Context: an optimization exercise on an open-source flow, tuned for small area, a short achievable clock period and few clock cycles per item. The choices shown serve that exercise and are no tape-out recipe.
In this exercise RTL edits were held to simulation tests only and were not proved equivalent to the original.
Power is estimated from default activity; no workload was simulated.

==> flow/design.v <==
`timescale 1ns/100ps
package cache_pkg;
    localparam int DATA_WIDTH   = 32;
    localparam int ADDRESS_BITS = 32;
    localparam int BYTE_LANES   = DATA_WIDTH / 8;
    typedef logic [DATA_WIDTH-1:0]   word_t;
    typedef logic [ADDRESS_BITS-1:0] addr_t;
    typedef logic [BYTE_LANES-1:0]   byte_en_t;
    typedef logic [3:0]              msg_t;
    localparam msg_t NO_REQ   = 4'd0;
    localparam msg_t R_REQ    = 4'd1;
    localparam msg_t WB_REQ   = 4'd2;
    localparam msg_t FLUSH    = 4'd3;
    localparam msg_t MEM_RESP = 4'd4;
    typedef enum logic [3:0] {
        RESET,
        IDLE,
        CACHE_ACCESS,
        WRITE_BACK,
        WB_WAIT,
        READ_STATE,
        WAIT,
        UPDATE,
        SRV_FLUSH_REQ,
        WAIT_FLUSH_REQ
    } ctrl_state_t;
endpackage
`timescale 1ns/100ps
`timescale 1ns/100ps
`timescale 1ns/100ps
module l1_cache #(
    parameter int INDEX_BITS = 4
) (
    input  logic        clock,
    input  logic        arst_n,
    input  logic        read,
    input  logic        write,
    input  logic        flush,
    input  logic [31:0] address,
    input  logic [31:0] data_in,
    input  logic [3:0]  byte_en,
    input  logic [3:0]  mem2cache_msg,
    input  logic [31:0] mem2cache_data,
    output logic        ready,
    output logic        valid,
    output logic [31:0] data_out,
    output logic [3:0]  cache2mem_msg,
    output logic [31:0] cache2mem_address,
    output logic [31:0] cache2mem_data
);
    localparam int DEPTH    = 1 << INDEX_BITS;
    localparam int TAG_BITS = 32 - 2 - INDEX_BITS;
    localparam logic [1:0] M_NONE  = 2'd0;
    localparam logic [1:0] M_READ  = 2'd1;    
    localparam logic [1:0] M_WB    = 2'd2;    
    localparam logic [1:0] M_FLUSH = 2'd3;    
    logic [DEPTH-1:0]    valid_bits;
    logic [DEPTH-1:0]    dirty_bits;
    logic [TAG_BITS-1:0] tag_mem  [0:DEPTH-1];
    logic [31:0]         data_mem [0:DEPTH-1];
    logic                  s1_v;
    logic                  s1_rd, s1_wr, s1_fl;
    logic [TAG_BITS-1:0]   s1_tag;
    logic [INDEX_BITS-1:0] s1_idx;
    logic [31:0]           s1_data;
    logic [3:0]            s1_be;
    logic [INDEX_BITS-1:0] lk_idx;
    logic [1:0]            msg_q;
    logic                  m_gap;       
    logic [INDEX_BITS-1:0] m_idx;
    logic                  m_rd;
    logic [3:0]            m_keep;      
    logic [29:0]           maddr_q;
    logic [31:0]           out_q;       
    logic                  valid_q;
    logic                  ready_q;
    logic one_request, accept, mem_resp, m_busy, fire;
    logic [TAG_BITS-1:0] tag_sel;
    logic [31:0]         data_sel;
    logic                v_sel, d_sel, hit, victim_dirty;
    logic                s1_v_next, m_busy_next;
    logic [1:0]          msg_next;
    logic                m_gap_next;
    assign one_request = (read & ~write & ~flush) | (~read & write & ~flush) |
                         (~read & ~write & flush);
    assign accept   = ready_q & one_request;
    assign mem_resp = (mem2cache_msg == 4'd4);
    assign m_busy   = (msg_q != M_NONE) | m_gap;
    assign fire     = s1_v & ~m_busy;
    assign tag_sel  = tag_mem[lk_idx];
    assign data_sel = data_mem[lk_idx];
    assign v_sel    = valid_bits[lk_idx];
    assign d_sel    = dirty_bits[lk_idx];
    assign hit      = v_sel & (tag_sel == s1_tag);
    assign victim_dirty = v_sel & d_sel;
    always_comb begin
        msg_next   = msg_q;
        m_gap_next = m_gap;
        if (fire) begin
            if (s1_fl) begin
                if (hit & d_sel) msg_next = M_FLUSH;
            end else if (!hit) begin
                msg_next = victim_dirty ? M_WB : M_READ;
            end
        end else if (m_gap) begin
            msg_next   = M_READ;
            m_gap_next = 1'b0;
        end else if (mem_resp) begin
            msg_next   = M_NONE;
            m_gap_next = (msg_q == M_WB);
        end
    end
    assign m_busy_next = (msg_next != M_NONE) | m_gap_next;
    assign s1_v_next   = ready_q ? one_request : (s1_v & ~fire);
    always_ff @(posedge clock or negedge arst_n) begin
        if (!arst_n) begin
            ready_q <= 1'b1;
            s1_v    <= 1'b0;
            msg_q   <= M_NONE;
            m_gap   <= 1'b0;
            valid_q <= 1'b0;
        end else begin
            ready_q <= ~(s1_v_next & m_busy_next);
            s1_v    <= s1_v_next;
            msg_q   <= msg_next;
            m_gap   <= m_gap_next;
            valid_q <= (fire & s1_rd & hit) |
                       ((msg_q == M_READ) & mem_resp & m_rd);
        end
    end
    always_ff @(posedge clock) begin
        if (ready_q) begin
            s1_rd   <= read;
            s1_wr   <= write;
            s1_fl   <= flush;
            s1_tag  <= address[31 -: TAG_BITS];
            s1_idx  <= address[2 +: INDEX_BITS];
            s1_data <= data_in;
            s1_be   <= byte_en;
        end
        if (mem_resp & (msg_q == M_WB)) begin
            lk_idx <= m_idx;
        end else if (ready_q) begin
            lk_idx <= address[2 +: INDEX_BITS];
        end else if (m_gap) begin
            lk_idx <= s1_idx;
        end
    end
    always_ff @(posedge clock) begin
        if (fire & ~s1_fl & ~hit) begin
            m_idx  <= s1_idx;
            m_rd   <= s1_rd;
            m_keep <= s1_wr ? s1_be : 4'b0000;
        end
        if (fire) begin
            maddr_q <= (~s1_fl & ~hit & victim_dirty) ? {tag_sel, s1_idx}
                                                      : {s1_tag, s1_idx};
        end else if (m_gap) begin
            maddr_q <= {tag_sel, m_idx};
        end
        if (fire) begin
            out_q <= data_sel;
        end else if (msg_q == M_READ) begin
            out_q <= mem2cache_data;
        end
    end
    always_ff @(posedge clock or negedge arst_n) begin
        if (!arst_n) begin
            valid_bits <= '0;
        end else if (fire) begin
            if (s1_fl) begin
                if (hit) valid_bits[s1_idx] <= 1'b0;
            end else begin
                valid_bits[s1_idx] <= 1'b1;
            end
        end
    end
    logic        fill;
    logic [31:0] wdata;
    assign fill  = (msg_q == M_READ);
    assign wdata = m_busy ? mem2cache_data : s1_data;
    always_ff @(posedge clock) begin
        if (fire & ~s1_fl) begin
            tag_mem[s1_idx]    <= s1_tag;
            dirty_bits[s1_idx] <= s1_wr | (hit & d_sel);
        end
        for (int j = 0; j < DEPTH; j++) begin
            for (int i = 0; i < 4; i++) begin
                if ((fire & s1_wr & (s1_idx == j) & s1_be[i]) |
                    (fill & (m_idx == j) & ~m_keep[i])) begin
                    data_mem[j][8*i +: 8] <= wdata[8*i +: 8];
                end
            end
        end
    end
    assign ready             = ready_q;
    assign valid             = valid_q;
    assign data_out          = out_q;
    assign cache2mem_msg     = {2'b00, msg_q};
    assign cache2mem_address = {maddr_q, 2'b00};
    assign cache2mem_data    = out_q;
endmodule
==> flow/config.mk <==
export PLATFORM = sky130hd
export DESIGN_NAME = l1_cache
export DESIGN_NICKNAME = l1_cache
export VERILOG_FILES = /design/flow/design.v
export SDC_FILE = /design/flow/constraint.sdc
export NUM_CORES = 4
export LEC_CHECK = 0
export CAP_MARGIN = 20
export CORE_MARGIN = 2
export CORE_UTILIZATION = 40
export SLEW_MARGIN = 20
==> flow/constraint.sdc <==
create_clock -name core_clock -period 5.0 [get_ports {clock}]
set_input_delay 1.0000 -clock core_clock [delete_from_list [all_inputs] [get_ports {clock}]]
set_output_delay 1.0000 -clock core_clock [all_outputs]
set_load 0.01 [all_outputs]
run.sh (not shown) runs the stock make flow with config.mk's settings and CLKGATE_MAP_FILE= SYNTH_SCRIPT=/design/flow/synth_recipe.tcl, a recipe that flattens the netlist after the stock synthesis.
The starting point passed the timing, DRC and antenna checks.
Testbench counts at the start, summed over its fixed seeds: cycles 51,789, items 12,000.
Next try:
--- a/flow/design.v
+++ b/flow/design.v
@@ -159,9 +159,9 @@
             maddr_q <= {tag_sel, m_idx};
         end
         if (fire) begin
             out_q <= data_sel;
-        end else if (msg_q == M_READ) begin
+        end else if (mem_resp & (msg_q == M_READ)) begin
             out_q <= mem2cache_data;
         end
     end
     always_ff @(posedge clock or negedge arst_n) begin
@@ -176,9 +176,9 @@
         end
     end
     logic        fill;
     logic [31:0] wdata;
-    assign fill  = (msg_q == M_READ);
+    assign fill  = (msg_q == M_READ) & mem_resp;
     assign wdata = m_busy ? mem2cache_data : s1_data;
     always_ff @(posedge clock) begin
         if (fire & ~s1_fl) begin
             tag_mem[s1_idx]    <= s1_tag;
What happened: Via count rose by 0.61%; count of clock-buffer cells in the layout fell by 13; area after synthesis rose by 0.42%; setup slack gets better by 200 ps; cell area rose by 0.82%; hold slack gets better by 12 ps; utilization rose by 0.26 points; total power fell by 6.8%.
Testbench counts after the change, summed over its fixed seeds: cycles 51,789, items 12,000.

separate check: timing with driven ports:
No port has a modelled driver above. Below, the same layouts with a new extraction and two added sets of constraints. Step 1, drivers: a clkbuf_16 drives clock and a buf_2 each remaining input, both assumed. Step 2, shift: input delay + t, output delay - t, t = (earliest + latest rising clock arrival at the registers) / 2. This alone moves slack from input paths to output paths. Slacks: no drivers / after step 1 / after step 2; pairs: no drivers / after step 1.
run | t, ns | slack for setup (ns) | clock arrival spread, ns | slew at the worst register clock pin (ns) | worst data-port slew with drivers (ns)
the first run | 0.773 | 0.489 / 0.489 / 0.489 | 0.040 / 0.040 | 0.07 / 0.07 | 0.06
the second run | 0.752 | 0.688 / 0.688 / 0.688 | 0.045 / 0.046 | 0.07 / 0.07 | 0.09
After both steps every run listed still meets setup and hold.
